This design comes from an exercise in tuning for small area and a short achievable clock period on the open sky130 flow, not from production work.
Where RTL was checked, it was by simulation tests only, not by an equivalence proof against the original.
Function not checked in runs 7 and 8: the RTL went through the layout flow alone.
The clock port is modelled as an ideal driver; clocking choices that lean on that would not hold on a real chip.
Power is estimated from default activity; no workload was simulated.

==> flow/design.v <==
module psram_rsp #(
    parameter int unsigned MEM_AW = 8
) (
    input  logic        clk_i,
    input  logic        rst_i,
    input  logic [7:0]  cfg_rcmd_i,
    input  logic [7:0]  cfg_wcmd_i,
    input  logic [7:0]  cfg_mrcmd_i,
    input  logic [7:0]  cfg_mwcmd_i,
    input  logic [7:0]  cfg_rlc_i,
    input  logic [7:0]  cfg_wlc_i,
    input  logic        psram_sck_i,
    input  logic        psram_ce_i,
    input  logic [7:0]  psram_io_in_i,
    input  logic        psram_dqs_in_i,
    output logic [7:0]  psram_io_out_o,
    output logic        psram_io_en_o,
    output logic        psram_dqs_out_o,
    output logic        psram_dqs_en_o,
    output logic [31:0] mr_o,
    output logic        err_o
);
    localparam int NPS = 2, NRG = 4;
    localparam int S_IDLE = 0, S_INST = 1, S_ADDR = 2, S_LATN = 3,
                   S_WDATA = 4, S_RDATA = 5, S_MWR = 6, S_IGNR = 7;
    logic              sck_q, edge_q, rise_q, ce_q, dqs_q;
    logic [3:0]        colp_q;          
    logic [7:0]        io_q;
    logic [7:0]        st_q, st_d;
    logic              armed_q;
    logic              inst_got_q;
    logic [7:0]        opcode_q;
    logic [7:0]        ptr_q, ptr_d;
    logic [1:0]        byte_cnt_q;
    logic [7:0]        lat_q;
    logic              is_wr_q;
    logic              is_mr_q;
    logic [3:0][7:0]   mr_q;
    logic [7:0]        io_out_q;
    logic              io_en_q;
    logic              dqs_out_q;
    logic              dqs_en_q;
    logic [3:0][7:0]   sd_q;            
    logic [3:0][3:0]   soh_q;           
    logic [3:0][3:0]   spos_q;          
    logic [3:0]        sl0_q, sl8_q;    
    logic [3:0]        mwa_q;           
    logic [15:0][15:0][7:0] ring_q;     
    logic [3:0]        ph_q;
    logic [15:0]       rsel_q, rsel_d;  
    logic [NPS-1:0][15:0] psel_q, psel_d;  
    logic [NRG-1:0][7:0] rdp_q;         
    logic edge_c, rise_c, go_c;
    logic [7:0] rd_or_c;
    logic idle_go_c, inst_cap_c, inst_go_c, addr_edge_c, addr4_c;
    logic m_r_c, m_w_c, m_mr_c, m_mw_c, any_lat_c;
    logic lat_rise_c, lat_done_c, rd_start_c, rd_edge_c, wr_edge_c, inc_c, mw_go_c;
    assign edge_c = edge_q;
    assign rise_c = rise_q;
    assign go_c   = ~ce_q;
    assign m_r_c     = (opcode_q == cfg_rcmd_i);
    assign m_w_c     = (opcode_q == cfg_wcmd_i);
    assign m_mr_c    = (opcode_q == cfg_mrcmd_i);
    assign m_mw_c    = (opcode_q == cfg_mwcmd_i);
    assign any_lat_c = m_r_c | m_w_c | m_mr_c;
    assign idle_go_c   = go_c & st_q[S_IDLE] & armed_q;
    assign inst_cap_c  = go_c & st_q[S_INST] & rise_c & ~inst_got_q;
    assign inst_go_c   = go_c & st_q[S_INST] & edge_c & inst_got_q;
    assign addr_edge_c = go_c & st_q[S_ADDR] & edge_c;
    assign addr4_c     = addr_edge_c & (byte_cnt_q == 2'd3);
    assign lat_rise_c  = go_c & st_q[S_LATN] & rise_c;
    assign lat_done_c  = lat_rise_c & (lat_q == 8'd0);
    assign rd_start_c  = lat_done_c & ~is_wr_q;
    assign rd_edge_c   = go_c & st_q[S_RDATA] & edge_c;
    assign wr_edge_c   = go_c & st_q[S_WDATA] & edge_c;
    assign mw_go_c     = addr4_c & ~any_lat_c & m_mw_c;
    assign inc_c       = rd_start_c | rd_edge_c | wr_edge_c;
    always_comb begin
        st_d[S_IDLE]  = ce_q | (st_q[S_IDLE] & ~armed_q);
        st_d[S_INST]  = idle_go_c | (go_c & st_q[S_INST] & ~(edge_c & inst_got_q));
        st_d[S_ADDR]  = inst_go_c | (go_c & st_q[S_ADDR] & ~addr4_c);
        st_d[S_LATN]  = (addr4_c & any_lat_c) | (go_c & st_q[S_LATN] & ~lat_done_c);
        st_d[S_WDATA] = (lat_done_c & is_wr_q) | (go_c & st_q[S_WDATA]);
        st_d[S_RDATA] = rd_start_c | (go_c & st_q[S_RDATA]);
        st_d[S_MWR]   = mw_go_c | (go_c & st_q[S_MWR]);
        st_d[S_IGNR]  = (addr4_c & ~any_lat_c & ~m_mw_c) | (go_c & st_q[S_IGNR]);
    end
    assign ptr_d = addr_edge_c ? io_q : inc_c ? ptr_q + 8'd1 : ptr_q;
    always_ff @(posedge clk_i or posedge rst_i) begin
        if (rst_i) begin
            sck_q      <= 1'b0;
            edge_q     <= 1'b0;
            rise_q     <= 1'b0;
            ce_q       <= 1'b0;
            st_q       <= 8'b1 << S_IDLE;
            armed_q    <= 1'b0;
            mr_q       <= '0;
            io_out_q   <= 8'd0;
            io_en_q    <= 1'b0;
            dqs_out_q  <= 1'b0;
            dqs_en_q   <= 1'b0;
            mwa_q      <= '0;
        end else begin
            sck_q      <= psram_sck_i;
            edge_q     <= psram_sck_i ^ sck_q;
            rise_q     <= psram_sck_i & ~sck_q;
            ce_q       <= psram_ce_i;
            st_q       <= st_d;
            armed_q    <= armed_q | ce_q;
            for (int k = 0; k < 4; k++) begin
                if (go_c && edge_c && mwa_q[k]) begin
                    mr_q[k] <= io_q;
                end
                mwa_q[k] <= (mw_go_c && io_q[1:0] == 2'(k)) || (mwa_q[k] && go_c && !edge_c);
            end
            if (rd_start_c || rd_edge_c) begin
                io_out_q <= is_mr_q ? mr_q[ptr_q[1:0]] : rd_or_c;
            end
            if (rd_start_c) begin
                dqs_out_q <= 1'b0;
            end else if (rd_edge_c) begin
                dqs_out_q <= ~dqs_out_q;
            end
            io_en_q  <= rd_start_c | (go_c & io_en_q);
            dqs_en_q <= rd_start_c | (go_c & dqs_en_q);
        end
    end
    always_ff @(posedge clk_i) begin
        io_q  <= psram_io_in_i;
        colp_q <= psram_io_in_i[7:4] + ph_q + 4'd1;
        dqs_q <= psram_dqs_in_i;
        if (idle_go_c) begin
            inst_got_q <= 1'b0;
        end else if (inst_cap_c) begin
            inst_got_q <= 1'b1;
        end
        if (inst_cap_c) begin
            opcode_q <= io_q;
        end
        if (inst_go_c) begin
            byte_cnt_q <= 2'd0;
        end else if (addr_edge_c) begin
            byte_cnt_q <= byte_cnt_q + 2'd1;
        end
        if (addr4_c) begin
            lat_q      <= (~m_r_c & m_w_c) ? cfg_wlc_i : cfg_rlc_i;
            is_wr_q    <= ~m_r_c & m_w_c;
            is_mr_q    <= ~m_r_c & ~m_w_c & m_mr_c;
        end else if (lat_rise_c && !lat_done_c) begin
            lat_q <= lat_q - 8'd1;
        end
    end
    logic [3:0]  ld_col_c, ld_pos_c;
    logic [15:0][7:0] rd_ring_c;
    logic [NRG-1:0][7:0] rd_grp_c;
    assign ld_col_c = colp_q;
    always_comb begin
        for (int g = 0; g < NPS; g++) begin
            if (addr_edge_c) begin
                psel_d[g] = 16'b1 << ld_col_c;
            end else if (inc_c && rsel_q[15]) begin
                psel_d[g] = {psel_q[g][13:0], psel_q[g][15:14]};
            end else begin
                psel_d[g] = {psel_q[g][14:0], psel_q[g][15]};
            end
        end
        if (addr_edge_c) begin
            rsel_d = 16'b1 << io_q[3:0];
        end else if (inc_c) begin
            rsel_d = {rsel_q[14:0], rsel_q[15]};
        end else begin
            rsel_d = rsel_q;
        end
    end
    always_comb begin
        for (int r = 0; r < 16; r++) begin
            rd_ring_c[r] = '0;
            for (int p = 0; p < 16; p++) begin
                rd_ring_c[r] = rd_ring_c[r] | ({8{psel_q[r / (16 / NPS)][p]}} & ring_q[r][p]);
            end
        end
        for (int g = 0; g < NRG; g++) begin
            rd_grp_c[g] = '0;
            for (int r = (16 / NRG) * g; r < (16 / NRG) * (g + 1); r++) begin
                rd_grp_c[g] = rd_grp_c[g] | ({8{rsel_q[r]}} & rd_ring_c[r]);
            end
        end
    end
    always_comb begin
        rd_or_c = '0;
        for (int g = 0; g < NRG; g++) begin
            rd_or_c = rd_or_c | rdp_q[g];
        end
    end
    assign ld_pos_c = ptr_q[7:4] + ph_q;
    always_ff @(posedge clk_i) begin
        ptr_q  <= ptr_d;
        ph_q   <= ph_q + 4'd1;
        rsel_q <= rsel_d;
        psel_q <= psel_d;
        rdp_q  <= rd_grp_c;
        for (int e = 0; e < 4; e++) begin
            if (wr_edge_c && dqs_q && ptr_q[1:0] == 2'(e)) begin
                sd_q[e]   <= io_q;
                soh_q[e]  <= 4'b1 << ptr_q[3:2];
                spos_q[e] <= ld_pos_c;
                sl0_q[e]  <= (ld_pos_c == 4'd15);
                sl8_q[e]  <= (ld_pos_c == 4'd7);
            end else begin
                spos_q[e] <= spos_q[e] + 4'd1;
                sl0_q[e]  <= (spos_q[e] == 4'd14);
                sl8_q[e]  <= (spos_q[e] == 4'd6);
            end
        end
        for (int r = 0; r < 16; r++) begin
            for (int p = 0; p < 16; p++) begin
                if (p == 0 && sl0_q[r % 4] && soh_q[r % 4][r / 4]) begin
                    ring_q[r][p] <= sd_q[r % 4];
                end else if (p == 8 && sl8_q[r % 4] && soh_q[r % 4][r / 4]) begin
                    ring_q[r][p] <= sd_q[r % 4];
                end else begin
                    ring_q[r][p] <= ring_q[r][(p + 15) % 16];
                end
            end
        end
    end
    assign psram_io_out_o  = io_out_q;
    assign psram_io_en_o   = io_en_q;
    assign psram_dqs_out_o = dqs_out_q;
    assign psram_dqs_en_o  = dqs_en_q;
    assign mr_o            = mr_q;
    logic       ce_prev_q, ce_fall_c, unknown_c;
    logic [1:0] guard_q, guard_d;
    logic       err_q, err_d;
    assign ce_fall_c = ce_prev_q & ~ce_q;
    assign unknown_c = addr4_c & ~any_lat_c & ~m_mw_c;
    always_comb begin
        guard_d = guard_q;
        if (ce_fall_c) begin
            guard_d = 2'd2;
        end else if (guard_q != 2'd0) begin
            guard_d = guard_q - 2'd1;
        end
        err_d = err_q;
        if (unknown_c) begin
            err_d = 1'b1;
        end
        if (ce_q && (st_q[S_INST] || st_q[S_ADDR] || st_q[S_LATN])) begin
            err_d = 1'b1;
        end
        if (edge_c && !ce_q && (ce_fall_c || guard_q != 2'd0)) begin
            err_d = 1'b1;
        end
    end
    always_ff @(posedge clk_i or posedge rst_i) begin
        if (rst_i) begin
            ce_prev_q <= 1'b0;
            guard_q   <= 2'd0;
            err_q     <= 1'b0;
        end else begin
            ce_prev_q <= ce_q;
            guard_q   <= guard_d;
            err_q     <= err_d;
        end
    end
    assign err_o = err_q;
endmodule
==> flow/flow/run.sh <==
#!/bin/bash
# The standard layout (standard.sh), with these changes:
#  * plain buf_4 buffers on the ports instead of the delay buffers that buffer_ports
#    picks by default;
#  * clock tree synthesis without dummy loads, with clkbuf_16 buffers and larger sink
#    clusters than the default (fewer leaf buffers);
#  * after clock tree synthesis, flow/splitroot.tcl splits the root clock buffer into
#    four, each next to the loads it drives.
# ORFS's own logs stay in orfs/logs; standard.sh's output goes to standard.log.
set -e
bash standard.sh \
  BUFFER_PORTS_ARGS="-buffer_cell sky130_fd_sc_hd__buf_4" \
  CTS_ARGS="-sink_clustering_enable -repair_clock_nets -dont_use_dummy_load -buf_list sky130_fd_sc_hd__clkbuf_16 -sink_clustering_size 25 -sink_clustering_max_diameter 80" \
  POST_CTS_TCL="$PWD/flow/splitroot.tcl" \
  finish > standard.log 2>&1
==> flow/flow/splitroot.tcl <==
# Runs at the end of clock tree synthesis (POST_CTS_TCL). Splits the clock tree's root
# buffer into four clkbuf_16, each driving two or so of the root's loads and placed
# next to them, so that the clock port drives four buffer inputs instead of one.
set block [ord::get_db_block]
set root [$block findInst clkbuf_0_clk_i]
if {$root == "NULL"} {
  puts "splitroot: no root buffer clkbuf_0_clk_i, nothing done"
  return
}
set master [$root getMaster]
set in_net [[$root findITerm A] getNet]
set out_net [[$root findITerm X] getNet]
set loads {}
foreach it [$out_net getITerms] {
  if {[$it getIoType] == "INPUT"} { lappend loads $it }
}
set n [llength $loads]
puts "splitroot: root drives $n loads"
if {$n < 2} { return }
proc it_xy {it} {
  set inst [$it getInst]
  set b [$inst getBBox]
  return [list [expr {([$b xMin] + [$b xMax]) / 2}] [expr {([$b yMin] + [$b yMax]) / 2}]]
}
set ngroups [expr {min(4, $n)}]
set per [expr {int(ceil(double($n) / $ngroups))}]
set left $loads
set groups {}
while {[llength $left] > 0} {
  set first [lindex $left 0]
  set left [lrange $left 1 end]
  set grp [list $first]
  lassign [it_xy $first] fx fy
  while {[llength $grp] < $per && [llength $left] > 0} {
    set best -1
    set bestd 0
    set i 0
    foreach it $left {
      lassign [it_xy $it] x y
      set d [expr {abs($x - $fx) + abs($y - $fy)}]
      if {$best < 0 || $d < $bestd} { set best $i; set bestd $d }
      incr i
    }
    lappend grp [lindex $left $best]
    set left [lreplace $left $best $best]
  }
  lappend groups $grp
}
puts "splitroot: [llength $groups] groups"
set k 0
foreach grp $groups {
  if {$k == 0} {
    set inst $root
    set net $out_net
  } else {
    set inst [odb::dbInst_create $block $master "clkbuf_0_split_$k"]
    set net [odb::dbNet_create $block "clknet_0_split_$k"]
    $net setSigType CLOCK
    [$inst findITerm A] connect $in_net
    [$inst findITerm X] connect $net
    foreach it $grp {
      $it disconnect
      $it connect $net
    }
  }
  set sx 0
  set sy 0
  foreach it $grp {
    lassign [it_xy $it] x y
    set sx [expr {$sx + $x}]
    set sy [expr {$sy + $y}]
  }
  set cx [expr {$sx / [llength $grp]}]
  set cy [expr {$sy / [llength $grp]}]
  $inst setLocation $cx $cy
  $inst setPlacementStatus PLACED
  puts "splitroot: [$inst getName] at $cx $cy drives [llength $grp]"
  incr k
}
global_connect
detailed_placement
check_placement -verbose
estimate_parasitics -placement
report_clock_latency
==> flow/standard.sh <==
#!/bin/bash
# synth_recipe.tcl (not shown) runs the flow's synth.tcl, then flattens the netlist and writes it again
# the make line also repeats each setting of config.mk as NAME=value (left out here)
make -C /OpenROAD-flow-scripts/flow DESIGN_CONFIG=/design/flow/config.mk WORK_HOME=/design/flow/orfs CLKGATE_MAP_FILE= SYNTH_SCRIPT=/design/flow/synth_recipe.tcl "${@:-finish}"
==> flow/config.mk <==
export PLATFORM = sky130hd
export DESIGN_NAME = psram_rsp
export DESIGN_NICKNAME = psram_rsp
export VERILOG_FILES = /design/flow/design.v
export SDC_FILE = /design/flow/constraint.sdc
export NUM_CORES = 4
export LEC_CHECK = 0
export CAP_MARGIN = 20
export CORE_MARGIN = 2
export CORE_UTILIZATION = 75
export SETUP_SLACK_MARGIN = 3.7
export SLEW_MARGIN = 20
==> flow/constraint.sdc <==
create_clock -name core_clock -period 6.0 [get_ports {clk_i}]
set_input_delay 1.2000 -clock core_clock [delete_from_list [all_inputs] [get_ports {clk_i}]]
set_output_delay 1.2000 -clock core_clock [all_outputs]
set_load 0.01 [all_outputs]
==> impl_metrics.toml, run 1 <==
[placed_design]
dp_hpwl_um = 104000
port_buffers = 104
gp_congestion = 0.882
dp_cells = 5743

[floorplanning]
design.portCount = 105
initial_core_util = 0.756
rows = 108
core_area_um2 = 86600
dieArea_um2 = 89700
die_w_um = 300
die-height_um = 300

[critical_path]
crit_arrival_ps = 1130
cp_max_fo = 2
startpoint_type = "flop"
crit_type = "reg2out"
crit_family = "flip-flops"
worst_setup_path_end_kind = "primary output"
path_cells = "buf_6"
slowest_delay_ps = 440
required_ps = 4800
cp.buffers_inverters = 1
crit_slowest_cell = "dfrtp_1"

[hold_path]
hp-class = "reg2reg"

[synth]
syn_nets = 4792
synthMuxAreaShare = 0.0604
syn_inst = 4706
synthArstFlopShare = 0.0269
yosys_warnings = 1
synth-main-ff-cell = "dfxtp_1"
synth_top_family_by_area = "compound AO/OA/AOI/OAI gates"
synth_compound_area_frac = 0.151
synth_xor_area_frac = 0.00829
synth_fa_ha_area_frac = 0.00500
synthSimpleGateAreaFrac = 0.0338
synth.distinct_cells = 54
ys_seq_elements = 2308
yosysSeqAreaShare = 0.724
synth_edf_count = 90
synth_area_um2 = 65500
avgSynthCellArea_um2 = 13.9

[pwr]
seqPwrFrac = 0.661
power_frac_comb = 0.018
p_int_mw = 18.7
worst_ir_drop_vdd_uv = 318
netSwitchingFraction = 0.204
switching_power_mw = 4.79
p_leak_nw = 27.9
finalPower_mw = 23.5
p_clk_frac = 0.320
power_density_nw_per_um2 = 330

[grt]
grt_usage = 0.390
antenna_found_initial = 8
grt_overflow = 0
grt_max_degree = 63
grt_pass1_wl_um = 263000
grt_pass1_vias = 41600

[drt]
routedWlPerCell_um = 30.9
wirelength_um = 183000
via_per_inst = 7.06
drtIter0Drc = 5427
antenna_left = 0
drt_first_pass_iters = 6
vias = 41900
drc = 0

[sta]
min_period_ps = 2330
hold_viol_final = 0
fin_crit_sh = 0.389
setup_viol = 0
setup_tns_ps = 0
final.setup_skew_ps = 66.7
worstMarginPinSlew_ps = 1170
slew_headroom = 0.219
drv_slew = 0
timing.fmax_ghz = 0.428
rsz0062_at_grt = "yes"

[clock_network]
cts_tree = "yes"
cts.sinks = 2308
path_clk_slew_ps = 100
clock_latency_ps = 580

[run_status]
outcome = "timing/DRC/antenna clean"

[layout]
fin_nets = 4860
layout_common_cells = "dfxtp_1 (2124), a221oi_1 (353), a22o_1 (353), a22oi_1 (328), mux2_2 (297)"
final_common_cell = "dfxtp_1"
syn_to_final_growth_pct = 8.81
drive_gt1_frac = 0.151
layout.cells.non_filler = 5930

[job]
max_cap_viol_count = 0
-- cell families (layout without fill, tap and decap cells) --
logic type | after synthesis | in the layout
AOI/OAI and AO/OA | 1240 | 1243
xor gates and xnor gates | 62 | 62
adders and majority gates | 25 | 25
buffers and inverters | 296 | 359
DFF | 2308 | 2308
muxes | 348 | 348
other | 0 | 3
and+or+nand+nor | 427 | 427
-- registers in the layout (all words and copies together), names as in the netlist, 2 cells and up --
signal,flops
rdp_q,32
mwa_q,4
ptr_q,8
opcode_q,8
io_out_q,8
sd_q,32
ph_q,4
psel_q,32
byte_cnt_q,2
io_q,8
sl0_q,4
spos_q,16
sl8_q,4
ring_q,2048
mr_q,32
rsel_q,16
st_q,6
guard_q,2
soh_q,16
lat_q,8
colp_q,4
-- cells in the mapped netlist, types with 8 or more instances --
cell type	count	share of area
mux2_2	297	0.051
nor2_1	24	0.0014
a21oi_1	15	0.0011
a221oi_1	354	0.047
nor4_1	12	0.0011
nand2_1	105	0.0060
nand3_1	136	0.010
ha_1	23	0.0044
buf_1	64	0.0037
dfxtp_1	2156	0.66
dfrtp_1	61	0.023
mux4_2	8	0.0028
clkbuf_1	167	0.0096
nand2b_1	8	0.00076
mux2i_1	43	0.0066
o22ai_1	32	0.0031
inv_1	28	0.0016
a22o_1	353	0.047
buf_2	32	0.0024
o21ai_0	103	0.0079
a22oi_1	352	0.040
o31ai_1	9	0.0010
xor2_1	39	0.0052
nand4_1	108	0.010
xnor2_1	23	0.0031
edfxtp_1	90	0.041
-- metrics by stage --
step / util / hold slack (ps) / setup slack, ps / cell area [um2]
after floorplan: - / 331 / 3520 / 65500
after global placement: 0.775 / 332 / 2900 / 67200
after detailed placement: 0.775 / 335 / 2850 / 67200
after global routing: 0.823 / 307 / 3590 / 71300
final: 0.823 / 307 / 3670 / 71300
-- final timing paths --
check / slack (ps) / startpoint / end / cells after the start
setup / recovery: 3670 / mr_q[26] / mr_o[26] / 1
hold / removal: 310 / ring_q[1557] / ring_q[1565] / 0
setup reg to reg: 3670 / psel_q[4] / rdp_q[9] / 6
hold reg to reg: 310 / ring_q[1557] / ring_q[1565] / 0
max in group asynchronous: 4550 / rst_i / dqs_out_q / 3
min in group asynchronous: 910 / rst_i / mr_q[11] / 3
-- per-layer routing --
metal	up-vias	global-route usage	wire, um
li1	17800	-	-
met1	21000	0.531	71400
met2	2611	0.615	83800
met3	536	0.0627	18400
met4	2	0.188	9580
met5	-	0	11
-- cell type report, without the clock buffers --
cell class / instances / area (um2)
Fill cell: 4629 / 15300
Inverter: 29 / 116
Sequential cell: 2308 / 47500
Buffer: 3 / 75.1
Multi-Input combinational cell: 2105 / 17200
Timing Repair Buffer: 225 / 2350
Antenna cell: 3 / 7.51
Tap cell: 1155 / 1450
-- power groups by stage --
| stage | clock [mW] | combinational (mW) | sequential [mW] |
|---|---|---|---|
| finish | 7.54 | 0.430 | 15.6 |
| global route | 8.05 | 0.444 | 15.6 |
| detailed placement | 0 | 0.320 | 15.9 |
| global placement | 0 | 0.313 | 15.9 |
| floorplan | 0 | 0.209 | 15.8 |
==> inputs of run 2 (changes only) <==
--- a/flow/config.mk
+++ b/flow/config.mk
@@ -9,3 +9,3 @@
 export CORE_MARGIN = 2
-export CORE_UTILIZATION = 75
+export CORE_UTILIZATION = 80
 export SETUP_SLACK_MARGIN = 3.7
==> impl_metrics.toml, run 2 <==
[run_status]
outcome = "failed layout checks"
so.violations = "max-capacitance violations, max-slew violations"

[layout]
largest_register_ffs = 2048
layout_common_cells = "dfxtp_1 (2124), a221oi_1 (354), a22o_1 (353), a22oi_1 (330), mux2_2 (296)"
top_register = "ring_q"
final_common_cell = "dfxtp_1"
fin_nets = 4869
finish.utilization = 0.884
drive_gt1_frac = 0.153
syn_to_final_growth_pct = 8.98

[sta]
setup_tns_ps = 0
setup_viol = 0
fin_crit_sh = 0.421
final.setup_skew_ps = 72.9
slew_headroom = -0.0501
holdWs_ps = 307
min_period_ps = 2520
hold_viol_final = 0
timing.fmax_ghz = 0.396
drv_slew = 2
worstMarginPinSlew_ps = 1560
rsz0062_at_grt = "yes"

[synth]
ys_top_cells_by_count = "dfxtp_1 (2156), a221oi_1 (354), a22o_1 (353)"
synth.most_common_cell = "dfxtp_1"
synth_top_cell_by_area = "dfxtp_1"
synth.distinct_cells = 54
synth_edf_count = 90
syn_inst = 4706
avgSynthCellArea_um2 = 13.9
syn_nets = 4792
yosysSeqAreaShare = 0.724
ys_seq_elements = 2308
synth_area_um2 = 65500
netlist_top_cells_area = "dfxtp_1 (66%), mux2_2 (5.1%), a221oi_1 (4.7%)"
yosys_warnings = 1
yosysTopAreaCellShare = 0.659
synth-main-ff-cell = "dfxtp_1"
synthArstFlopShare = 0.0269

[clock_network]
cts.sinks = 2308
cts_tree = "yes"
path_clk_slew_ps = 110
clock_latency_ps = 590

[floorplanning]
design.portCount = 105
core_area_um2 = 80800
rows = 104
initial_core_util = 0.811
dieArea_um2 = 84200
die_w_um = 290
die-height_um = 290

[hold_path]
hold_depth = 0
hp-class = "reg2reg"

[grt]
antenna_found_initial = 11
grt_pass1_wl_um = 273000
grt_pass1_vias = 43800
grt_usage = 0.428
grt_max_degree = 55
grt_overflow = 0

[critical_path]
worst_setup_path_end_kind = "flop"
crit_type = "reg2reg"
slowest_delay_ps = 490
cp_max_fo = 8
crit_arrival_ps = 2940
startpoint_type = "flop"
crit_slowest_cell = "or4b_4"
reg2regPathDepth = 9
path_cells = "inv_2, ha_4, or4b_4, nor4_4, buf_4, o21ai_4, clkbuf_16, mux2i_1, o22ai_1"
required_ps = 6410
reg2reg_slack_ps = 3480

[drt]
drc = 0
antenna_left = 0
via_per_inst = 7.46
wirelength_um = 193000
vias = 43600
drt_first_pass_iters = 8
routedWlPerCell_um = 33.1
drtIter0Drc = 5882

[pwr]
power_density_nw_per_um2 = 331
p_leak_nw = 28.0
worst_ir_drop_vdd_uv = 387

[placed_design]
dp_hpwl_um = 104000
port_buffers = 104
gp_congestion = 0.919

[job]
max_cap_viol_count = 1
## run 2: cell count changes in the layout (fill, tap and decap cells not counted), sizes merged
cell,delta
diode,-2
buf,+8
clkinvlp,+1
inv,-1
a21o,+1
## run 2: stage by stage
stage               setup slack [ps]  instances  instance area, um2  total power [mW]
floorplan                       3520       4706               65500              16.0
detailed placement              2880       5642               67000              16.3
global placement                2960       5642               67000              16.2
finish                          3480       5842               71400              23.6
global route                    3360       5841               71400              24.1
## run 2: worst paths after layout
path,startpoint,end
max,lat_q[0],psel_q[5]
min,ring_q[1246],ring_q[1254]
max reg2reg,lat_q[0],psel_q[5]
max in group asynchronous,rst_i,mr_q[31]
min reg2reg,ring_q[1246],ring_q[1254]
min in group asynchronous,rst_i,io_out_q[7]
## run 2: per-layer routing
metal,part of all wire,global-route usage,vias up
met5,0.00023,0,-
met1,0.36,0.561,21500
met4,0.072,0.256,6
li1,-,-,17800
met3,0.12,0.0848,862
met2,0.45,0.668,3408
## run 2: layout make-up, without the clock buffers
cell class | instances | area, um2
flip-flops and latches | 2308 | 47500
multi-input cells | 2106 | 17200
fillers | 3438 | 9410
repair buffers | 233 | 2550
well taps | 1060 | 1330
inverters | 29 | 120
plain buffers | 3 | 75.1
diodes | 1 | 2.50
## run 2: cells by family after synthesis
kind of cell             after synthesis  synth area share
flip-flops                          2308             0.724
AO/OA/AOI/OAI                       1240             0.151
AND/OR/NAND/NOR                      427            0.0338
multiplexers                         348            0.0604
buffers and inverters                296            0.0180
XOR/XNOR                              62           0.00829
adder cells (fa/ha/maj)               25           0.00500
## run 2: worst max-delay path, delay by kind of cell, from the launching register on
family	cells	cell delay (ps)
adder cells (fa/ha/maj)	1	130
flip-flops	1	450
multiplexers	1	260
AO/OA/AOI/OAI	2	270
buffers and inverters	3	550
AND/OR/NAND/NOR	2	740
## run 2: power breakdown
group	switching, mW	internal (mW)
Sequential	0.122	15.4
Combinational	0.287	0.175
Clock	4.45	3.13
Total	4.85	18.7
==> inputs of run 3 (changes only) <==
--- a/flow/config.mk
+++ b/flow/config.mk
@@ -9,4 +9,5 @@
 export CORE_MARGIN = 2
-export CORE_UTILIZATION = 80
+export CORE_UTILIZATION = 75
 export SETUP_SLACK_MARGIN = 3.7
 export SLEW_MARGIN = 20
+export TNS_END_PERCENT = 30
==> impl_metrics.toml, run 3 <==
[hold_path]
holdPathEnd = "ring_q[1057]"
hold_depth = 0
hp-class = "reg2reg"
min-delay-start = "ring_q[1049]"

[clock_network]
cts.sinks = 2308
clock_latency_ps = 570
cts_tree = "yes"
path_clk_slew_ps = 100

[critical_path]
startpoint_type = "flop"
cp_max_fo = 3
reg2reg_slack_ps = 3640
worst_setup_path_end_kind = "primary output"
r2r-start = "lat_q[0]"
crit_arrival_ps = 1170
cp.buffers_inverters = 1
required_ps = 4800
reg2regPathDepth = 9
path_cells = "buf_6"
crit_family = "flip-flops"
crit_type = "reg2out"
slowest_delay_ps = 450
crit_slowest_cell = "dfrtp_1"
timing.rr.end = "psel_q[24]"

[floorplanning]
rows = 108
dieArea_um2 = 89700
die_w_um = 300
core_area_um2 = 86600
design.portCount = 105
initial_core_util = 0.756
die-height_um = 300

[pwr]
power_frac_comb = 0.018
netSwitchingFraction = 0.204
p_int_mw = 18.7
finalPower_mw = 23.5
worst_ir_drop_vdd_uv = 321
power_density_nw_per_um2 = 331
switching_power_mw = 4.79
p_clk_frac = 0.320
seqPwrFrac = 0.662
p_leak_nw = 27.7

[layout]
layout_common_cells = "dfxtp_1 (2124), a221oi_1 (354), a22o_1 (353), a22oi_1 (329), mux2_2 (297)"
syn_to_final_growth_pct = 8.33
final_common_cell = "dfxtp_1"
largest_register_ffs = 2048
nFillCells = 4797
fin_nets = 4825
drive_gt1_frac = 0.146
top_register = "ring_q"

[drt]
drtIter0Drc = 5315
via_per_inst = 7.08
drc = 0
routedWlPerCell_um = 31.1
antenna_left = 0
drt_first_pass_iters = 8
wirelength_um = 183000
vias = 41700

[sta]
worstMarginPinSlew_ps = 1040
hold_viol_final = 0
drv_slew = 0
rsz0062_at_grt = "yes"
setup_viol = 0
setup_tns_ps = 0
timing.fmax_ghz = 0.422
min_period_ps = 2370
slew_headroom = 0.305
fin_crit_sh = 0.395
final.setup_skew_ps = 32.3

[synth]
ys_seq_elements = 2308
yosysTopAreaCellShare = 0.659
syn_nets = 4792
synth_edf_count = 90
synth_area_um2 = 65500
netlist_top_cells_area = "dfxtp_1 (66%), mux2_2 (5.1%), a221oi_1 (4.7%)"
yosys_warnings = 1
ys_top_cells_by_count = "dfxtp_1 (2156), a221oi_1 (354), a22o_1 (353)"
synth_top_cell_by_area = "dfxtp_1"
synthArstFlopShare = 0.0269
syn_inst = 4706
avgSynthCellArea_um2 = 13.9
yosysSeqAreaShare = 0.724
synth.distinct_cells = 54
synth-main-ff-cell = "dfxtp_1"
synth.most_common_cell = "dfxtp_1"

[grt]
grt_pass1_vias = 41000
antenna_found_initial = 11
grt_usage = 0.381
grt_pass1_wl_um = 257000
grt_max_degree = 63
grt_overflow = 0

[job]
max_cap_viol_count = 0

[run_status]
outcome = "timing/DRC/antenna clean"

[placed_design]
port_buffers = 104
gp_congestion = 0.874
dp_hpwl_um = 104000
==> run 3: cell counts after synthesis <==
No cell type changed its count.
==> run 3: area by class of cell, without the clock buffers <==
type                            instances  area, um2  area share
Tap cell                             1155       1450      0.0204
Sequential cell                      2308      47500       0.670
Buffer                                  3       75.1     0.00106
Timing Repair Buffer                  190       2010      0.0283
Inverter                               29        113     0.00159
Multi-Input combinational cell       2105      17200       0.243
Antenna cell                            3       7.51    0.000106
==> run 3: worst max-delay path by stage <==
| stage | to | from | cells past startpoint | slack (ps) |
|---|---|---|---|---|
| final | mr_o[2] | mr_q[2] | 1 | 3630 |
| after global routing | psel_q[29] | lat_q[0] | 9 | 3570 |
| after detailed placement | lat_q[3] | cfg_wcmd_i[6] | 6 | 2900 |
| after global placement | lat_q[5] | cfg_wcmd_i[4] | 6 | 2960 |
| after floorplan | lat_q[7] | cfg_wcmd_i[6] | 6 | 3480 |
==> run 3: cells by family after synthesis <==
family	Yosys count	synth area share
AOI/OAI and AO/OA	1240	0.151
DFF	2308	0.724
buffers and inverters	296	0.0180
and+or+nand+nor	427	0.0338
xor gates and xnor gates	62	0.00829
adders and majority gates	25	0.00500
muxes	348	0.0604
==> run 3: stage by stage <==
step	cell area, um2	hold WS (ps)	worst slack (ps)	instances	utilization
final	71000	312	3630	5895	0.819
after global routing	71000	320	3570	5894	0.819
after global placement	67100	332	2960	5739	0.775
after floorplan	65500	331	3480	4706	-
after detailed placement	67100	336	2900	5739	0.775
==> run 3: power by group through the flow <==
stage	logic, mW	registers, mW	clock network (mW)
2_1_floorplan	0.208	15.8	0
3_3_place_gp	0.325	15.9	0
3_5_place_dp	0.329	15.9	0
5_1_grt	0.428	15.6	8.04
6_report	0.419	15.6	7.53
==> run 3: per-layer routing <==
layer | vias up | wire length, um | GRT usage
li1 | 17700 | - | -
met1 | 21000 | 70000 | 0.515
met2 | 2572 | 83700 | 0.607
met3 | 514 | 19900 | 0.0718
met4 | 0 | 9450 | 0.168
met5 | - | 0 | 0
==> inputs of run 4 (changes only) <==
--- a/flow/config.mk
+++ b/flow/config.mk
@@ -9,5 +9,5 @@
 export CORE_MARGIN = 2
-export CORE_UTILIZATION = 75
+export CORE_UTILIZATION = 70
+export PLACE_DENSITY = 0.82
 export SETUP_SLACK_MARGIN = 3.7
 export SLEW_MARGIN = 20
-export TNS_END_PERCENT = 30
==> impl_metrics.toml, run 4 <==
[layout]
top_register = "ring_q"
largest_register_ffs = 2048
finish.utilization = 0.766
fin_nets = 4860
final_common_cell = "dfxtp_1"
layout.cells.non_filler = 6029
syn_to_final_growth_pct = 8.76
drive_gt1_frac = 0.151
layout_common_cells = "dfxtp_1 (2124), a221oi_1 (354), a22o_1 (353), a22oi_1 (326), mux2_2 (294)"

[floorplanning]
rows = 112
die-height_um = 310
core_area_um2 = 93000
dieArea_um2 = 96100
initial_core_util = 0.704
die_w_um = 310
design.portCount = 105

[critical_path]
r2r-start = "lat_q[1]"
timing.rr.end = "psel_q[21]"
worst_setup_path_end_kind = "flop"
required_ps = 6400
startpoint_type = "flop"
crit_path_end = "psel_q[21]"
cp_max_fo = 8
crit_start = "lat_q[1]"
crit_arrival_ps = 2820
reg2regPathDepth = 9
reg2reg_slack_ps = 3580
crit_type = "reg2reg"

[drt]
drtIter0Drc = 5045
via_per_inst = 6.92
vias = 41700
antenna_left = 0
drc = 0
drt_first_pass_iters = 6
wirelength_um = 181000
routedWlPerCell_um = 30.1

[sta]
hold_viol_final = 0
final.setup_skew_ps = 56.4
setup_tns_ps = 0
holdWs_ps = 316
slew_headroom = 0.265
min_period_ps = 2420
drv_slew = 0
timing.fmax_ghz = 0.414
fin_crit_sh = 0.403
worstMarginPinSlew_ps = 1100
setup_viol = 0
rsz0062_at_grt = "yes"

[synth]
synth_area_um2 = 65500
synth_xor_area_frac = 0.00829
synth.distinct_cells = 54
yosysTopAreaCellShare = 0.659
synthMuxAreaShare = 0.0604
synthSimpleGateAreaFrac = 0.0338
yosys_warnings = 1
syn_inst = 4706
netlist_top_cells_area = "dfxtp_1 (66%), mux2_2 (5.1%), a221oi_1 (4.7%)"
synth_top_family_by_area = "compound AO/OA/AOI/OAI gates"
synth_fa_ha_area_frac = 0.00500
synth.most_common_cell = "dfxtp_1"
ys_seq_elements = 2308
avgSynthCellArea_um2 = 13.9
synth_edf_count = 90
synthArstFlopShare = 0.0269
syn_nets = 4792
synth_compound_area_frac = 0.151
yosysSeqAreaShare = 0.724
ys_top_cells_by_count = "dfxtp_1 (2156), a221oi_1 (354), a22o_1 (353)"
synth-main-ff-cell = "dfxtp_1"
synth_top_cell_by_area = "dfxtp_1"

[pwr]
p_leak_nw = 27.9
seqPwrFrac = 0.662
netSwitchingFraction = 0.203
power_frac_comb = 0.017
finalPower_mw = 23.5
worst_ir_drop_vdd_uv = 288
p_clk_frac = 0.320
power_density_nw_per_um2 = 330
p_int_mw = 18.7
switching_power_mw = 4.79

[placed_design]
dp_cells = 5837
gp_congestion = 0.896
port_buffers = 104
dp_hpwl_um = 103000

[hold_path]
hold_depth = 0
hp-class = "reg2reg"

[clock_network]
cts.sinks = 2308
cts_tree = "yes"
clock_latency_ps = 590
path_clk_slew_ps = 100

[grt]
grt_pass1_vias = 41500
antenna_found_initial = 6
grt_pass1_wl_um = 261000
grt_overflow = 0
grt_max_degree = 63
grt_usage = 0.362

[run_status]
outcome = "timing/DRC/antenna clean"

[job]
max_cap_viol_count = 0
==> run 4: cell counts after synthesis <==
No cell type changed its count.
==> run 4: power groups by stage <==
stage | combinational [mW] | clock, mW | sequential (mW)
finish | 0.407 | 7.54 | 15.6
global route | 0.423 | 8.01 | 15.6
global placement | 0.309 | 0 | 15.9
detailed placement | 0.314 | 0 | 15.9
floorplan | 0.209 | 0 | 15.8
==> run 4: cell type report, without the clock buffers <==
| class | instances | area, um2 |
|---|---|---|
| antenna | 3 | 7.51 |
| buffer | 3 | 75.1 |
| fill | 5501 | 21800 |
| inverter | 29 | 116 |
| multi-input combinational | 2105 | 17200 |
| sequential | 2308 | 47500 |
| tap | 1254 | 1570 |
| timing repair buffer | 225 | 2190 |
==> run 4: through the flow <==
step           cell area [um2]  setup WS (ps)
2_1_floorplan            65500           3520
5_1_grt                  71200           3480
3_5_place_dp             67200           2850
3_3_place_gp             67200           2910
6_report                 71300           3580
==> run 4: worst min path at each step <==
stage                 startpoint            to
floorplan           ring_q[1024]  ring_q[1032]
global placement    ring_q[1369]  ring_q[1377]
detailed placement  ring_q[1513]  ring_q[1521]
global route        ring_q[1735]  ring_q[1743]
finish              ring_q[1735]  ring_q[1743]
==> run 4: logic make-up after synthesis <==
family          count (synthesis)
buf+inv                       296
flops                        2308
mux                           348
simple gates                  427
fa+ha+maj                      25
compound gates               1240
xor+xnor                       62
==> run 4: worst max-delay path, stage by stage (launching register included) <==
cell and delay, ps:
edfxtp_1 400, inv_1 90, ha_2 180, or4b_4 490, nor4_4 220, buf_4 190, o21ai_4 110, clkbuf_16 250
mux2i_1 210, o22ai_1 120
==> run 4: layer usage <==
layer	track usage	vias to the layer above	part of all wire
met3	0.0640	554	0.10
met2	0.570	2504	0.45
met4	0.183	0	0.053
li1	-	17800	-
met5	0	-	0
met1	0.487	20900	0.39
==> inputs of run 5 (changes only) <==
--- a/flow/config.mk
+++ b/flow/config.mk
@@ -10,3 +10,2 @@
 export CORE_UTILIZATION = 70
-export PLACE_DENSITY = 0.82
 export SETUP_SLACK_MARGIN = 3.7
==> impl_metrics.toml, run 5 <==
[synth]
synthArstFlopShare = 0.0269
ys_top_cells_by_count = "dfxtp_1 (2156), a221oi_1 (354), a22o_1 (353)"
yosys_warnings = 1
netlist_top_cells_area = "dfxtp_1 (66%), mux2_2 (5.1%), a221oi_1 (4.7%)"
ys_seq_elements = 2308
syn_nets = 4792
yosysTopAreaCellShare = 0.659
synth.most_common_cell = "dfxtp_1"
synth-main-ff-cell = "dfxtp_1"
synth_edf_count = 90
synth.distinct_cells = 54
synth_area_um2 = 65500
syn_inst = 4706
synth_top_cell_by_area = "dfxtp_1"
avgSynthCellArea_um2 = 13.9
yosysSeqAreaShare = 0.724

[critical_path]
crit_family = "flip-flops"
startpoint_type = "flop"
path_cells = "buf_6"
worst_setup_path_end_kind = "primary output"
crit_start = "mr_q[10]"
required_ps = 4800
crit_path_end = "mr_o[10]"
reg2reg_slack_ps = 3680
cp.buffers_inverters = 1
slowest_delay_ps = 440
crit_type = "reg2out"
crit_arrival_ps = 1140
timing.rr.end = "psel_q[30]"
crit_slowest_cell = "dfrtp_1"
r2r-start = "lat_q[0]"
cp_max_fo = 2
reg2regPathDepth = 9
worst-path-stages = 1

[pwr]
p_leak_nw = 27.9
power_density_nw_per_um2 = 330
worst_ir_drop_vdd_uv = 287

[drt]
drt_first_pass_iters = 6
via_per_inst = 6.79
drtIter0Drc = 5044
drc = 0
dr_wl_met3_um = 16900
vias = 40900
wirelength_um = 182000
highest_layer = "met5"
met2_length_um = 83700
antenna_left = 0
wl_met1_um = 74400
routedWlPerCell_um = 30.2

[grt]
grt_usage = 0.367
antenna_found_initial = 8
grt_pass1_wl_um = 261000
grt_overflow = 0
grt_pass1_vias = 40400
grt_max_degree = 63

[layout]
syn_to_final_growth_pct = 8.97
drive_gt1_frac = 0.153
fin_nets = 4866
layout_common_cells = "dfxtp_1 (2124), a221oi_1 (354), a22o_1 (353), a22oi_1 (323), mux2_2 (289)"
final_area_um2 = 71400
layout.cells.non_filler = 6032
nFillCells = 5924
final-seq-area_um2 = 47500
final_common_cell = "dfxtp_1"
n_antenna_cell = 0
largest_register_ffs = 2048
multi_input_area_um2 = 17300
top_register = "ring_q"

[sta]
final.setup_skew_ps = 51.0
fin_crit_sh = 0.390
timing.fmax_ghz = 0.428
setup_tns_ps = 0
setup_viol = 0
worst_slack_ps = 3660
hold_viol_final = 0
drv_slew = 0
rsz0062_at_grt = "yes"
min_period_ps = 2340
slew_headroom = 0.308
worstMarginPinSlew_ps = 1040

[clock_network]
path_clk_slew_ps = 100
cts_tree = "yes"
clock_latency_ps = 570
cts.sinks = 2308

[floorplanning]
rows = 112
core_area_um2 = 93000
dieArea_um2 = 96100
design.portCount = 105
die_w_um = 310
initial_core_util = 0.704
die-height_um = 310

[hold_path]
hp-class = "reg2reg"

[placed_design]
port_buffers = 104
gp_congestion = 0.860
dp_hpwl_um = 105000
dp_cells = 5841
dpl_cell_area_um2 = 67300
pre_cts_slack_ps = 2860

[run_status]
outcome = "timing/DRC/antenna clean"

[job]
max_cap_viol_count = 0
-- run 5: worst min path at each step --
stage | startpoint | endpoint | slack [ps] | cells after the start
2_1_floorplan | ring_q[1024] | ring_q[1032] | 330 | 0
3_3_place_gp | ring_q[1761] | ring_q[1769] | 330 | 0
3_5_place_dp | ring_q[395] | ring_q[403] | 340 | 0
5_1_grt | ring_q[1138] | ring_q[1146] | 330 | 0
6_report | ring_q[1420] | ring_q[1428] | 320 | 0
-- run 5: report_power, final --
| group | switching [mW] | internal [mW] | total [mW] |
|---|---|---|---|
| clock | 4.46 | 3.13 | 7.59 |
| sequential | 0.135 | 15.4 | 15.6 |
| combinational | 0.251 | 0.164 | 0.415 |
| total | 4.84 | 18.7 | 23.6 |
-- run 5: cell families (layout without fill, tap and decap cells) --
| group | after synthesis | after routing | synth area share |
|---|---|---|---|
| AND/OR/NAND/NOR | 427 | 427 | 0.0338 |
| XOR/XNOR | 62 | 62 | 0.00829 |
| flip-flops | 2308 | 2308 | 0.724 |
| buffers and inverters | 296 | 364 | 0.0180 |
| adder cells (fa/ha/maj) | 25 | 25 | 0.00500 |
| AO/OA/AOI/OAI | 1240 | 1244 | 0.151 |
| multiplexers | 348 | 348 | 0.0604 |
-- run 5: metal layers --
layer,GRT usage,vias to the layer above
li1,-,17800
met1,0.502,20700
met2,0.591,2077
met3,0.0619,421
met4,0.139,2
met5,0,-
-- run 5: cell type report, without the clock buffers --
| cell class | instances | share of cell area |
|---|---|---|
| Buffer | 3 | 0.00105 |
| Sequential cell | 2308 | 0.666 |
| Inverter | 29 | 0.00158 |
| Timing Repair Buffer | 230 | 0.0314 |
| Multi-Input combinational cell | 2106 | 0.242 |
| Tap cell | 1254 | 0.0220 |
-- run 5: metrics by stage --
step                      total power, mW  hold WS (ps)  utilization
after global placement               16.3           332        0.723
after floorplan                      16.0           331            -
after global routing                 24.1           331        0.767
after detailed placement             16.3           336        0.723
final                                23.6           322        0.767
==> inputs of run 6 (changes only) <==
--- a/flow/flow/run.sh
+++ b/flow/flow/run.sh
@@ -12,3 +12,3 @@
   BUFFER_PORTS_ARGS="-buffer_cell sky130_fd_sc_hd__buf_4" \
-  CTS_ARGS="-sink_clustering_enable -repair_clock_nets -dont_use_dummy_load -buf_list sky130_fd_sc_hd__clkbuf_16 -sink_clustering_size 25 -sink_clustering_max_diameter 80" \
+  CTS_ARGS="-sink_clustering_enable -repair_clock_nets -dont_use_dummy_load -buf_list sky130_fd_sc_hd__clkbuf_16 -sink_clustering_size 20 -sink_clustering_max_diameter 70" \
   POST_CTS_TCL="$PWD/flow/splitroot.tcl" \
==> impl_metrics.toml, run 6 <==
[synth]
syn_nets = 4792
synth-main-ff-cell = "dfxtp_1"
yosysTopAreaCellShare = 0.659
synth.distinct_cells = 54
synth_top_cell_by_area = "dfxtp_1"
synth_area_um2 = 65500
ys_top_cells_by_count = "dfxtp_1 (2156), a221oi_1 (354), a22o_1 (353)"
synth.most_common_cell = "dfxtp_1"
ys_seq_elements = 2308
avgSynthCellArea_um2 = 13.9
netlist_top_cells_area = "dfxtp_1 (66%), mux2_2 (5.1%), a221oi_1 (4.7%)"
yosysSeqAreaShare = 0.724
syn_inst = 4706
synthArstFlopShare = 0.0269
synth_edf_count = 90
yosys_warnings = 1

[sta]
hold_viol_final = 0
worstMarginPinSlew_ps = 1080
setup_tns_ps = 0
slew_headroom = 0.280
setup_viol = 0
min_period_ps = 2430
timing.fmax_ghz = 0.411
fin_crit_sh = 0.405
final.setup_skew_ps = 51.3
drv_slew = 0
rsz0062_at_grt = "yes"

[layout]
largest_register_ffs = 2048
layout.cells.non_filler = 6053
layout_common_cells = "dfxtp_1 (2124), a221oi_1 (354), a22o_1 (353), a22oi_1 (323), mux2_2 (294)"
top_register = "ring_q"
syn_to_final_growth_pct = 10.0
nFillCells = 5812
final-seq-area_um2 = 47500
drive_gt1_frac = 0.157
fin_nets = 4887
n_antenna_cell = 0
final_common_cell = "dfxtp_1"
multi_input_area_um2 = 17300

[floorplanning]
dieArea_um2 = 96100
rows = 112
initial_core_util = 0.704
design.portCount = 105
die-height_um = 310
core_area_um2 = 93000
die_w_um = 310

[pwr]
p_leak_nw = 28.3
worst_ir_drop_vdd_uv = 346
power_density_nw_per_um2 = 342

[grt]
grt_max_degree = 63
grt_pass1_vias = 41100
grt_overflow = 0
antenna_found_initial = 6
grt_pass1_wl_um = 264000
grt_usage = 0.371

[critical_path]
crit_type = "reg2reg"
worst_setup_path_end_kind = "flop"
cp_max_fo = 8
required_ps = 6380
crit_arrival_ps = 2810
startpoint_type = "flop"

[drt]
drc = 0
drt_first_pass_iters = 6
drtIter0Drc = 4919
antenna_left = 0
via_per_inst = 6.80
vias = 41200
wirelength_um = 183000
routedWlPerCell_um = 30.2

[placed_design]
gp_congestion = 0.860
dp_hpwl_um = 105000
port_buffers = 104
dp_cells = 5841

[hold_path]
hp-class = "reg2reg"

[clock_network]
cts_tree = "yes"
path_clk_slew_ps = 90
clock_latency_ps = 540
cts.sinks = 2308

[job]
max_cap_viol_count = 0

[run_status]
outcome = "timing/DRC/antenna clean"
run 6: layout make-up, without the clock buffers:
type                            instances  share of cell area
Sequential cell                      2308               0.659
Tap cell                             1254              0.0218
Timing Repair Buffer                  219              0.0299
Multi-Input combinational cell       2107               0.240
Buffer                                  3             0.00104
Inverter                               29             0.00156
run 6: per-layer routing:
metal | track usage | vias to the layer above | share of wire
li1 | - | 17800 | -
met1 | 0.500 | 20700 | 0.40
met2 | 0.591 | 2171 | 0.46
met3 | 0.0703 | 478 | 0.094
met4 | 0.154 | 0 | 0.043
met5 | 0 | - | 0
run 6: critical path: stages, from the launching register on:
cell and delay, ps:
edfxtp_1 440, inv_2 90, ha_4 120, or4b_4 480, nor4_4 220, buf_4 190, o21ai_4 100, buf_12 200
buf_16 140, mux2i_1 210, o22ai_1 100
run 6: path summary, 6_finish.rpt:
kind                              from          end  slack (ps)  cells after the start
hold / removal             ring_q[422]  ring_q[430]         320                      0
max in group asynchronous        rst_i      st_q[1]        4510                      3
hold reg to reg            ring_q[422]  ring_q[430]         320                      0
setup / recovery              lat_q[0]   psel_q[30]        3570                     10
setup reg to reg              lat_q[0]   psel_q[30]        3570                     10
min in group asynchronous        rst_i     mwa_q[2]         950                      3
run 6: power by group:
part	switching, mW	internal, mW	leakage (nW)
combinational	0.248	0.161	7.48
clock	4.64	4.05	1.68
sequential	0.137	15.4	19.1
run 6: cells by family after synthesis:
family	share of synthesized area
flip-flops	0.724
AO/OA/AOI/OAI	0.151
AND/OR/NAND/NOR	0.0338
multiplexers	0.0604
buffers and inverters	0.0180
XOR/XNOR	0.00829
adder cells (fa/ha/maj)	0.00500
run 6: per-stage QoR:
stage                      util  total power, mW  hold WS (ps)  setup slack (ps)  instance area, um2
final                     0.775             24.7           322              3570               72100
after global routing      0.775             25.3           330              3480               72100
after floorplan               -             16.0           331              3520               65500
after global placement    0.723             16.3           332              2900               67300
after detailed placement  0.723             16.3           336              2860               67300
==> inputs of run 7 (changes only) <==
--- a/flow/design.v
+++ b/flow/design.v
@@ -43,5 +43,4 @@
     logic [3:0][7:0]   sd_q;            
-    logic [3:0][3:0]   soh_q;           
+    logic [3:0][1:0]   sh_q;            
     logic [3:0][3:0]   spos_q;          
-    logic [3:0]        sl0_q, sl8_q;    
     logic [3:0]        mwa_q;           
@@ -49,3 +48,3 @@
     logic [3:0]        ph_q;
-    logic [15:0]       rsel_q, rsel_d;  
+    logic [15:0]       rsel_c;          
     logic [NPS-1:0][15:0] psel_q, psel_d;  
@@ -160,3 +159,3 @@
                 psel_d[g] = 16'b1 << ld_col_c;
-            end else if (inc_c && rsel_q[15]) begin
+            end else if (inc_c && ptr_q[3:0] == 4'd15) begin
                 psel_d[g] = {psel_q[g][13:0], psel_q[g][15:14]};
@@ -166,9 +165,3 @@
         end
-        if (addr_edge_c) begin
-            rsel_d = 16'b1 << io_q[3:0];
-        end else if (inc_c) begin
-            rsel_d = {rsel_q[14:0], rsel_q[15]};
-        end else begin
-            rsel_d = rsel_q;
-        end
+        rsel_c = 16'b1 << ptr_q[3:0];
     end
@@ -184,3 +177,3 @@
             for (int r = (16 / NRG) * g; r < (16 / NRG) * (g + 1); r++) begin
-                rd_grp_c[g] = rd_grp_c[g] | ({8{rsel_q[r]}} & rd_ring_c[r]);
+                rd_grp_c[g] = rd_grp_c[g] | ({8{rsel_c[r]}} & rd_ring_c[r]);
             end
@@ -198,3 +191,2 @@
         ph_q   <= ph_q + 4'd1;
-        rsel_q <= rsel_d;
         psel_q <= psel_d;
@@ -204,10 +196,6 @@
                 sd_q[e]   <= io_q;
-                soh_q[e]  <= 4'b1 << ptr_q[3:2];
+                sh_q[e]   <= ptr_q[3:2];
                 spos_q[e] <= ld_pos_c;
-                sl0_q[e]  <= (ld_pos_c == 4'd15);
-                sl8_q[e]  <= (ld_pos_c == 4'd7);
             end else begin
                 spos_q[e] <= spos_q[e] + 4'd1;
-                sl0_q[e]  <= (spos_q[e] == 4'd14);
-                sl8_q[e]  <= (spos_q[e] == 4'd6);
             end
@@ -216,5 +204,5 @@
             for (int p = 0; p < 16; p++) begin
-                if (p == 0 && sl0_q[r % 4] && soh_q[r % 4][r / 4]) begin
+                if (p == 0 && spos_q[r % 4] == 4'd15 && sh_q[r % 4] == 2'(r / 4)) begin
                     ring_q[r][p] <= sd_q[r % 4];
-                end else if (p == 8 && sl8_q[r % 4] && soh_q[r % 4][r / 4]) begin
+                end else if (p == 8 && spos_q[r % 4] == 4'd7 && sh_q[r % 4] == 2'(r / 4)) begin
                     ring_q[r][p] <= sd_q[r % 4];
--- a/flow/flow/run.sh
+++ b/flow/flow/run.sh
@@ -12,3 +12,3 @@
   BUFFER_PORTS_ARGS="-buffer_cell sky130_fd_sc_hd__buf_4" \
-  CTS_ARGS="-sink_clustering_enable -repair_clock_nets -dont_use_dummy_load -buf_list sky130_fd_sc_hd__clkbuf_16 -sink_clustering_size 20 -sink_clustering_max_diameter 70" \
+  CTS_ARGS="-sink_clustering_enable -repair_clock_nets -dont_use_dummy_load -buf_list sky130_fd_sc_hd__clkbuf_16 -sink_clustering_size 25 -sink_clustering_max_diameter 80" \
   POST_CTS_TCL="$PWD/flow/splitroot.tcl" \
==> impl_metrics.toml, run 7 <==
[run_status]
outcome = "timing/DRC/antenna clean"

[layout]
fin_nets = 4789
layout_common_cells = "dfxtp_1 (2116), a22o_1 (385), a221oi_1 (340), mux2_2 (296), a22oi_1 (257)"
drive_gt1_frac = 0.166
final_common_cell = "dfxtp_1"
final-seq-area_um2 = 46700
syn_to_final_growth_pct = 8.95
top_register = "ring_q"
multi_input_area_um2 = 17300
nFillCells = 5751
final_area_um2 = 71000
largest_register_ffs = 2048

[hold_path]
hp-class = "reg2reg"
holdPathEnd = "ring_q[913]"
hold_depth = 0
min-delay-start = "ring_q[905]"

[synth]
avgSynthCellArea_um2 = 14.1
yosysTopAreaCellShare = 0.660
yosys_warnings = 1
ys_seq_elements = 2276
ys_top_cells_by_count = "dfxtp_1 (2148), a22o_1 (385), a221oi_1 (341)"
synth.distinct_cells = 54
synth_area_um2 = 65200
synth-main-ff-cell = "dfxtp_1"
netlist_top_cells_area = "dfxtp_1 (66%), a22o_1 (5.2%), mux2_2 (5.1%)"
synthArstFlopShare = 0.0272
synth_edf_count = 66
synth.most_common_cell = "dfxtp_1"
syn_inst = 4615
yosysSeqAreaShare = 0.714
synth_top_cell_by_area = "dfxtp_1"
syn_nets = 4699

[sta]
setup_tns_ps = 0
slew_headroom = 0.225
setup_viol = 0
timing.fmax_ghz = 0.425
min_period_ps = 2350
hold_viol_final = 0
worstMarginPinSlew_ps = 1160
rsz0062_at_grt = "yes"
worst_slack_ps = 3650
drv_slew = 0
fin_crit_sh = 0.392
final.setup_skew_ps = 92.9
holdWs_ps = 325

[critical_path]
worst_setup_path_end_kind = "primary output"
slowest_delay_ps = 450
path_cells = "buf_6"
required_ps = 4800
crit_type = "reg2out"
crit_family = "flip-flops"
startpoint_type = "flop"
timing.rr.end = "rdp_q[14]"
cp.buffers_inverters = 1
reg2reg_slack_ps = 3690
cp_max_fo = 3
reg2regPathDepth = 5
crit_slowest_cell = "dfrtp_1"
crit_arrival_ps = 1150
r2r-start = "ptr_q[3]"
worst-path-stages = 1

[drt]
drt_first_pass_iters = 6
antenna_left = 0
drc = 0
wirelength_um = 180000
drtIter0Drc = 4449
via_per_inst = 6.81
routedWlPerCell_um = 30.3
vias = 40500

[floorplanning]
core_area_um2 = 91900
die_w_um = 309
dieArea_um2 = 95600
rows = 111
design.portCount = 105
initial_core_util = 0.709
die-height_um = 309

[grt]
antenna_found_initial = 16
grt_pass1_vias = 39800
grt_usage = 0.362
grt_max_degree = 63
grt_pass1_wl_um = 257000
grt_overflow = 0

[pwr]
worst_ir_drop_vdd_uv = 307
p_leak_nw = 26.6
power_density_nw_per_um2 = 326

[clock_network]
cts_tree = "yes"
clock_latency_ps = 570
cts.sinks = 2276
path_clk_slew_ps = 100

[job]
max_cap_viol_count = 0

[placed_design]
port_buffers = 104
dp_hpwl_um = 102000
gp_congestion = 0.846
dpl_cell_area_um2 = 66600
pre_cts_slack_ps = 2820
[run 7: cell types whose count changed after synthesis, sizes merged, moves of 32 or more]
cell | previous run | this run
clkbuf | 167 | 72
a22oi | 352 | 257
nand2 | 105 | 72
o21ai | 104 | 34
a221oi | 354 | 386
a31oi | 1 | 130
and3 | 5 | 131
buf | 100 | 187
nand3 | 136 | 18
nand4 | 108 | 6
a22o | 353 | 385
[run 7: metrics by stage]
step	std cells	utilization	power (mW)
finish	5948	0.772	23.2
global route	5946	0.772	23.7
detailed placement	5745	0.724	16.0
global placement	5745	0.724	16.0
floorplan	4615	-	15.8
[run 7: where the power goes]
| group | internal [mW] | leakage, nW | switching (mW) |
|---|---|---|---|
| clock network | 3.10 | 1.28 | 4.36 |
| logic | 0.165 | 6.51 | 0.250 |
| registers | 15.2 | 18.8 | 0.0926 |
[run 7: worst max-delay path by stage]
stage,end,startpoint,slack (ps)
after global placement,lat_q[2],cfg_wcmd_i[5],2830
after floorplan,lat_q[0],cfg_rcmd_i[5],3520
after global routing,mr_o[6],mr_q[6],3630
final,mr_o[6],mr_q[6],3650
after detailed placement,lat_q[2],cfg_wcmd_i[5],2820
[run 7: cell type report, without the clock buffers]
class / instances / area share
repair buffers: 243 / 0.0385
plain buffers: 3 / 0.00106
well taps: 1243 / 0.0219
diodes: 2 / 0.0000705
multi-input cells: 2049 / 0.244
inverters: 31 / 0.00192
flip-flops and latches: 2276 / 0.657
[run 7: per-layer routing]
metal  up-vias  track usage  share of wire
li1      17500            -              -
met1     20400        0.530           0.42
met2      2211        0.548           0.44
met3       360       0.0689           0.10
met4         8        0.111          0.036
met5         -            0        0.00032
[run 7: cells by family (layout without fill, tap and decap cells)]
group	Yosys count	in the layout	share of synthesized area
and+or+nand+nor	369	369	0.0314
adders and majority gates	23	23	0.00465
buffers and inverters	290	378	0.0231
DFF	2276	2276	0.714
muxes	345	345	0.0602
other	0	2	0
xor gates and xnor gates	61	61	0.00820
AOI/OAI and AO/OA	1251	1251	0.158
==> inputs of run 8 (changes only) <==
--- a/flow/flow/run.sh
+++ b/flow/flow/run.sh
@@ -2,3 +2,3 @@
 # The standard layout (standard.sh), with these changes:
-#  * plain buf_4 buffers on the ports instead of the delay buffers that buffer_ports
+#  * plain buf_2 buffers on the ports instead of the delay buffers that buffer_ports
 #    picks by default;
@@ -11,3 +11,3 @@
 bash standard.sh \
-  BUFFER_PORTS_ARGS="-buffer_cell sky130_fd_sc_hd__buf_4" \
+  BUFFER_PORTS_ARGS="-buffer_cell sky130_fd_sc_hd__buf_2" \
   CTS_ARGS="-sink_clustering_enable -repair_clock_nets -dont_use_dummy_load -buf_list sky130_fd_sc_hd__clkbuf_16 -sink_clustering_size 25 -sink_clustering_max_diameter 80" \
==> impl_metrics.toml, run 8 <==
[grt]
antenna_found_initial = 15
grt_overflow = 0
use_met1 = 0.542
use_met2 = 0.553
grt-busiest-layer = "met2"
grt_usage = 0.366
grt_use_met3 = 0.0664
grt_pass1_vias = 39700
grt_pass1_wl_um = 259000
grt_max_degree = 63

[critical_path]
crit_type = "reg2reg"
worst_setup_path_end_kind = "flop"
crit_arrival_ps = 2790
r2r-start = "psel_q[11]"
crit_path_end = "rdp_q[9]"
startpoint_type = "flop"
crit_start = "psel_q[11]"
timing.rr.end = "rdp_q[9]"
cp_max_fo = 50
reg2regPathDepth = 6
reg2reg_slack_ps = 3650
required_ps = 6440

[hold_path]
hp-class = "reg2reg"
min-delay-start = "ring_q[477]"

[clock_network]
cts_tree = "yes"
path_clk_slew_ps = 100
clock_latency_ps = 570
cts.sinks = 2276

[sta]
rsz0062_at_grt = "yes"
setup_viol = 0
min_period_ps = 2350
worst_slack_ps = 3650
final.setup_skew_ps = 85.3
slew_headroom = 0.157
setup_tns_ps = 0
worstMarginPinSlew_ps = 1250
hold_viol_final = 0
fin_crit_sh = 0.392
holdWs_ps = 323
timing.fmax_ghz = 0.425
drv_slew = 0

[layout]
layout_common_cells = "dfxtp_1 (2116), a22o_1 (385), a221oi_1 (340), mux2_2 (296), a22oi_1 (257)"
drive_gt1_frac = 0.168
syn_to_final_growth_pct = 8.59
finish.utilization = 0.770
final_common_cell = "dfxtp_1"
top_register = "ring_q"
largest_register_ffs = 2048
layout.cells.non_filler = 5947
final_area_um2 = 70800
fin_nets = 4788

[pwr]
p_leak_nw = 26.5
finalPower_mw = 23.2
worst_ir_drop_vdd_uv = 250
power_density_nw_per_um2 = 327

[synth]
synth.distinct_cells = 54
synth_area_um2 = 65200
ys_seq_elements = 2276
yosys_warnings = 1
synthArstFlopShare = 0.0272
syn_inst = 4615
synth.most_common_cell = "dfxtp_1"
avgSynthCellArea_um2 = 14.1
yosysSeqAreaShare = 0.714
netlist_top_cells_area = "dfxtp_1 (66%), a22o_1 (5.2%), mux2_2 (5.1%)"
yosysTopAreaCellShare = 0.660
synth_edf_count = 66
ys_top_cells_by_count = "dfxtp_1 (2148), a22o_1 (385), a221oi_1 (341)"
synth_top_cell_by_area = "dfxtp_1"
syn_nets = 4699
synth-main-ff-cell = "dfxtp_1"

[placed_design]
dp_cells = 5744
pre_cts_slack_ps = 2870
port_buffers = 104
gp_congestion = 0.836
dpl_cell_area_um2 = 66300
dp_hpwl_um = 103000

[drt]
drc = 0
drtIter0Drc = 5167
drt_first_pass_iters = 5
vias = 41000
routedWlPerCell_um = 30.9
wirelength_um = 184000
antenna_left = 0
via_per_inst = 6.89

[floorplanning]
dieArea_um2 = 95600
die_w_um = 309
initial_core_util = 0.709
design.portCount = 105
core_area_um2 = 91900
rows = 111
die-height_um = 309

[run_status]
outcome = "timing/DRC/antenna clean"

[job]
max_cap_viol_count = 0
[run 8: cell counts after synthesis]
No cell type changed its count.
[run 8: how the worst min path moves through the flow]
stage | end | cells past startpoint
floorplan | ring_q[103] | 0
detailed placement | ring_q[1584] | 0
finish | ring_q[485] | 0
global route | ring_q[485] | 0
global placement | ring_q[853] | 0
[run 8: cell families (layout without fill, tap and decap cells)]
| family | after synthesis | in the layout | share of synthesized area |
|---|---|---|---|
| compound gates | 1251 | 1251 | 0.158 |
| xor+xnor | 61 | 61 | 0.00820 |
| fa+ha+maj | 23 | 23 | 0.00465 |
| buf+inv | 290 | 377 | 0.0231 |
| flops | 2276 | 2276 | 0.714 |
| mux | 345 | 345 | 0.0602 |
| other cells | 0 | 2 | 0 |
| simple gates | 369 | 369 | 0.0314 |
[run 8: final cells by class, without the clock buffers]
cell class,instances,area (um2)
plain buffers,3,75.1
diodes,2,5.00
flip-flops and latches,2276,46700
fillers,5833,21200
multi-input cells,2049,17300
well taps,1243,1560
repair buffers,242,2470
inverters,31,136
[run 8: report_power, final]
| part | switching [mW] | total (mW) | internal, mW | leakage (nW) |
|---|---|---|---|---|
| clock | 4.37 | 7.48 | 3.10 | 1.28 |
| combinational | 0.256 | 0.403 | 0.147 | 6.42 |
| sequential | 0.0935 | 15.3 | 15.2 | 18.8 |
| total | 4.72 | 23.2 | 18.4 | 26.5 |
[run 8: worst max-delay path: stages (launching register included)]
cell and delay [ps]:
dfxtp_4 460, buf_12 240, a22o_1 310, a221oi_2 180
and3_1 190, a31oi_1 170, or4_1 580
[run 8: routing by layer]
| metal | share of wire | vias up |
|---|---|---|
| li1 | - | 17500 |
| met3 | 0.11 | 368 |
| met1 | 0.42 | 20700 |
| met2 | 0.44 | 2375 |
| met5 | 0.00012 | - |
| met4 | 0.033 | 6 |

==> re-timing with driven ports <==
The results above use ideal ports. As a check the final layouts listed here were re-extracted and re-timed, cells and wires unchanged.
Step 1: set_driving_cell puts a clkbuf_16 on clk_i and a buf_2 on each other input, an assumption about the parent block.
Step 2, shift: input delay + t, output delay - t, t = (earliest + latest rising clock arrival at the registers) / 2. This alone moves slack from input paths to output paths.
Slacks: no drivers / after step 1 / after step 2; pairs: no drivers / after step 1.
run | t (ns) | slack for setup (ns) | cell pins on the clock port's net
run 1 | 0.701 | 3.666 / 3.515 / 3.227 | 4
run 2 | 0.693 | 3.476 / 3.476 / 2.960 | 4
run 3 | 0.716 | 3.629 / 3.469 / 3.215 | 4
run 4 | 0.716 | 3.585 / 3.484 / 3.154 | 4
run 5 | 0.710 | 3.661 / 3.501 / 3.167 | 4
run 6 | 0.680 | 3.569 / 3.522 / 3.186 | 4
run 7 | 0.677 | 3.647 / 3.492 / 3.202 | 4
run 8 | 0.688 | 3.650 / 3.507 / 3.296 | 4
The setup slack of run 2, which loses most, moves by 0.000 ns with the drivers and by -0.516 ns with both steps.
